Source: an optimization exercise on an open RTL-to-GDS flow (aim: small area). Production flows keep margins and buffers that such runs may drop. Only simulation tests tie the RTL to the original design; equivalence was not proved. No activity file was given, so power comes from the tool's default toggle rates.

==> module imem_ao22, before the edit <==
module imem_ao22 (
    input  logic a1,
    input  logic a2,
    input  logic b1,
    input  logic b2,
    output logic y
);
    assign y = (a1 && a2) || (b1 && b2);
endmodule
==> module instr_mem_sync, before the edit <==
module instr_mem_sync
#(
    parameter int unsigned     XLEN       = 32,
    parameter int unsigned     DEPTH      = 64,
    parameter int unsigned     ADDR_W     = 32,
    parameter logic [XLEN-1:0] CLEAR_WORD = XLEN'(imem_pkg::NOP)
) (
    input  logic              clk,
    input  logic              reset,
    output logic              init_busy,
    input  logic              rd_req,
    output logic              rd_ready,
    input  logic [ADDR_W-1:0] rd_addr,
    output logic              rd_valid,
    output logic [XLEN-1:0]   rd_data,
    output logic              rd_fault,
    input  logic              ld_en,
    input  logic [ADDR_W-1:0] ld_addr,
    input  logic [XLEN-1:0]   ld_data,
    output logic              ld_err
);
    localparam int unsigned IDX_W = $clog2(DEPTH);
    logic [XLEN-1:0]  mem [DEPTH];
    logic [XLEN-1:0]  mem_d [DEPTH];
    logic             ready;
    logic [IDX_W-1:0] cnt;
    logic             rd_legal;
    logic             ld_legal;
    logic             rd_accept;
    logic             ld_accept;
    logic [IDX_W-1:0] rd_idx;
    logic [IDX_W-1:0] ld_idx;
    logic [XLEN-1:0]  wdata;
    logic [7:0]       wph, wpl;
    logic [7:0]       rph, rpl;
    logic [DEPTH-1:0] wsel;
    logic [DEPTH-1:0] wkeep;
    logic [DEPTH-1:0] rsel;
    logic             rd_hold;
    logic             rd_nop_n;
    logic [XLEN-1:0]  rd_next;
    always_ff @(posedge clk or posedge reset) begin
        if (reset) begin
            ready <= 1'b0;
            cnt   <= '0;
        end else if (!ready) begin
            cnt <= cnt + 1'b1;
            if (&cnt) ready <= 1'b1;
        end
    end
    assign init_busy = !ready;
    assign rd_ready  = ready;
    assign rd_legal  = imem_pkg::addr_legal(64'(rd_addr), DEPTH);
    assign ld_legal  = imem_pkg::addr_legal(64'(ld_addr), DEPTH);
    assign rd_idx    = rd_addr[2 +: IDX_W];
    assign ld_idx    = ld_addr[2 +: IDX_W];
    assign rd_accept = rd_req && ready;
    assign ld_accept = ld_en && ready && ld_legal;
    assign wdata = ready ? ld_data : CLEAR_WORD;
    always_comb begin
        for (int j = 0; j < 8; j++) begin
            wph[j]   = !ready || (ld_accept && (ld_idx[5:3] == 3'(j)));
            wpl[j]   = !ready || (ld_idx[2:0] == 3'(j));
            rph[j]   = rd_accept && rd_legal && (rd_idx[5:3] == 3'(j));
            rpl[j]   = (rd_idx[2:0] == 3'(j));
        end
    end
    for (genvar i = 0; i < DEPTH; i++) begin : g_word
        imem_and2  u_wsel  (.a (wph[i/8]), .b (wpl[i%8]), .y (wsel[i]));
        imem_nand2 u_wkeep (.a (wph[i/8]), .b (wpl[i%8]), .y (wkeep[i]));
        imem_and2  u_rsel  (.a (rph[i/8]), .b (rpl[i%8]), .y (rsel[i]));
        for (genvar b = 0; b < XLEN; b++) begin : g_bit
            imem_ao22 u_wr (
                .a1 (mem[i][b]), .a2 (wkeep[i]),
                .b1 (wdata[b]),  .b2 (wsel[i]),
                .y  (mem_d[i][b])
            );
        end
    end
    always_ff @(posedge clk) begin
        for (int i = 0; i < DEPTH; i++) begin
            mem[i] <= mem_d[i];
        end
    end
    assign rd_hold  = !rd_accept;
    assign rd_nop_n = !(rd_accept && !rd_legal);
    for (genvar b = 0; b < XLEN; b++) begin : g_rd
        logic [DEPTH:0] col;
        for (genvar i = 0; i < DEPTH; i++) begin : g_col
            assign col[i] = mem[i][b];
        end
        assign col[DEPTH] = rd_data[b];
        imem_rd_bit #(
            .ONE (CLEAR_WORD[b])
        ) u_bit (
            .d   (col),
            .sel ({rd_hold, rsel}),
            .z_n (rd_nop_n),
            .y   (rd_next[b])
        );
    end
    always_ff @(posedge clk or posedge reset) begin
        if (reset) begin
            rd_valid <= 1'b0;
            rd_data  <= '0;
            rd_fault <= 1'b0;
            ld_err   <= 1'b0;
        end else begin
            rd_valid <= rd_accept;
            rd_data  <= rd_next;
            if (rd_accept) begin
                rd_fault <= !rd_legal;
            end
            ld_err <= ld_en && (!ready || !ld_legal);
        end
    end
endmodule
==> flow/config.mk <==
export PLATFORM = sky130hd
export DESIGN_NAME = instr_mem_sync
export DESIGN_NICKNAME = instr_mem_sync
export VERILOG_FILES = /design/flow/design.v
export SDC_FILE = /design/flow/constraint.sdc
export NUM_CORES = 4
export LEC_CHECK = 0
export CAP_MARGIN = 20
export CORE_MARGIN = 2
export CORE_UTILIZATION = 65
export SLEW_MARGIN = 20
export SYNTH_HIERARCHICAL = 1
==> flow/constraint.sdc <==
create_clock -name core_clock -period 6.0 [get_ports {clk}]
set_input_delay 1.2000 -clock core_clock [delete_from_list [all_inputs] [get_ports {clk}]]
set_output_delay 1.2000 -clock core_clock [all_outputs]
set_load 0.01 [all_outputs]
standard.sh (not shown) runs the stock make flow with config.mk's settings and CLKGATE_MAP_FILE= SYNTH_SCRIPT=/design/flow/synth_recipe.tcl, a recipe that flattens the netlist after the stock synthesis.
==> flow/flow/run.sh <==
#!/bin/bash
# The standard ORFS flow (standard.sh), with two changes passed to it
# through ORFS's own variables:
#  - port buffers use the smallest buffer (buf_1) instead of the default
#    delay-cell buffer;
#  - the clock tree is built from clkbuf_8 cells on clusters of at most 16
#    sinks within 40 um, without dummy balancing loads.
# All of make's output goes to standard.log; ORFS writes each step's log
# under orfs/logs/.
set -euo pipefail
export BUFFER_PORTS_ARGS="-buffer_cell sky130_fd_sc_hd__buf_1"
export CTS_ARGS="-sink_clustering_enable -repair_clock_nets -sink_clustering_size 16 -sink_clustering_max_diameter 40 -buf_list sky130_fd_sc_hd__clkbuf_8 -dont_use_dummy_load"
bash standard.sh > standard.log 2>&1
==> next run, changes <==
--- a/flow/design.v
+++ b/flow/design.v
@@ -20,5 +20,5 @@
     assign y = !((a1 && a2) || (b1 && b2) || (c1 && c2));
 endmodule
-module imem_ao22 (
+module imem_oai22 (
     input  logic a1,
     input  logic a2,
@@ -27,5 +27,12 @@
     output logic y
 );
-    assign y = (a1 && a2) || (b1 && b2);
+    assign y = !((a1 || a2) && (b1 || b2));
+endmodule
+module imem_xor2 (
+    input  logic a,
+    input  logic b,
+    output logic y
+);
+    assign y = a ^ b;
 endmodule
 module imem_nand4 (
@@ -135,4 +142,5 @@
     logic [XLEN-1:0]  mem [DEPTH];
     logic [XLEN-1:0]  mem_d [DEPTH];
+    logic             phase;
     logic             ready;
     logic [IDX_W-1:0] cnt;
@@ -144,4 +152,5 @@
     logic [IDX_W-1:0] ld_idx;
     logic [XLEN-1:0]  wdata;
+    logic [XLEN-1:0]  wcol;
     logic [7:0]       wph, wpl;
     logic [7:0]       rph, rpl;
@@ -151,4 +160,6 @@
     logic             rd_hold;
     logic             rd_nop_n;
+    logic             rd_phase;
+    logic [XLEN-1:0]  rd_sel;
     logic [XLEN-1:0]  rd_next;
     always_ff @(posedge clk or posedge reset) begin
@@ -156,7 +167,11 @@
             ready <= 1'b0;
             cnt   <= '0;
-        end else if (!ready) begin
-            cnt <= cnt + 1'b1;
-            if (&cnt) ready <= 1'b1;
+            phase <= 1'b0;
+        end else begin
+            phase <= !phase;
+            if (!ready) begin
+                cnt <= cnt + 1'b1;
+                if (&cnt) ready <= 1'b1;
+            end
         end
     end
@@ -170,10 +185,11 @@
     assign ld_accept = ld_en && ready && ld_legal;
     assign wdata = ready ? ld_data : CLEAR_WORD;
+    assign wcol  = wdata ^ {XLEN{phase}};
     always_comb begin
         for (int j = 0; j < 8; j++) begin
-            wph[j]   = !ready || (ld_accept && (ld_idx[5:3] == 3'(j)));
-            wpl[j]   = !ready || (ld_idx[2:0] == 3'(j));
-            rph[j]   = rd_accept && rd_legal && (rd_idx[5:3] == 3'(j));
-            rpl[j]   = (rd_idx[2:0] == 3'(j));
+            wph[j] = !ready || (ld_accept && (ld_idx[5:3] == 3'(j)));
+            wpl[j] = !ready || (ld_idx[2:0] == 3'(j));
+            rph[j] = rd_accept && rd_legal && (rd_idx[5:3] == 3'(j));
+            rpl[j] = (rd_idx[2:0] == 3'(j));
         end
     end
@@ -183,7 +199,7 @@
         imem_and2  u_rsel  (.a (rph[i/8]), .b (rpl[i%8]), .y (rsel[i]));
         for (genvar b = 0; b < XLEN; b++) begin : g_bit
-            imem_ao22 u_wr (
-                .a1 (mem[i][b]), .a2 (wkeep[i]),
-                .b1 (wdata[b]),  .b2 (wsel[i]),
+            imem_oai22 u_wr (
+                .a1 (mem[i][b]), .a2 (wsel[i]),
+                .b1 (wcol[b]),   .b2 (wkeep[i]),
                 .y  (mem_d[i][b])
             );
@@ -197,4 +213,5 @@
     assign rd_hold  = !rd_accept;
     assign rd_nop_n = !(rd_accept && !rd_legal);
+    assign rd_phase = phase && rd_accept && rd_legal;
     for (genvar b = 0; b < XLEN; b++) begin : g_rd
         logic [DEPTH:0] col;
@@ -209,6 +226,7 @@
             .sel ({rd_hold, rsel}),
             .z_n (rd_nop_n),
-            .y   (rd_next[b])
+            .y   (rd_sel[b])
         );
+        imem_xor2 u_phase (.a (rd_sel[b]), .b (rd_phase), .y (rd_next[b]));
     end
     always_ff @(posedge clk or posedge reset) begin
After rerunning:
- setup slack is worse by 0.16 ns
- critical path depth stays the same
- die area fell by 6.4%
- sequential power is about the same
- sequential share of layout area rose by 3.3 points
- final area fell by 5.7%

## separate check: timing with driven ports
Ports are ideal in the flow. The routed layouts listed here were re-timed in OpenROAD. Step 1 (the two cells are an assumption about what drives the block):
set clk [get_ports {clk}]
set_driving_cell -lib_cell sky130_fd_sc_hd__clkbuf_16 $clk
set_driving_cell -lib_cell sky130_fd_sc_hd__buf_2 [delete_from_list [all_inputs] $clk]
Step 2 adds t to the input delays and takes it off the output delays; t is the mean of the earliest and latest rising clock arrival at the registers after step 1. Input paths then give back, and output paths get back, about the clock's delay inside the block. Slacks: ideal ports / drivers / drivers and shift; pairs: ideal ports / drivers.
run | shift t [ns] | slack for setup (ns) | worst register clock-pin slew, ns | worst slew at a driven data input, ns | pins driven straight from the clock port
the first run | 0.980 | 1.756 / 1.800 / 0.819 | 0.10 / 0.10 | 0.13 | 1
the second run | 0.969 | 1.598 / 1.598 / 0.676 | 0.10 / 0.10 | 0.10 | 1
After both steps setup and hold are still met in every run listed. The setup slack of the first run, which loses most, moves by +0.044 ns with the drivers and by -0.937 ns with both steps.
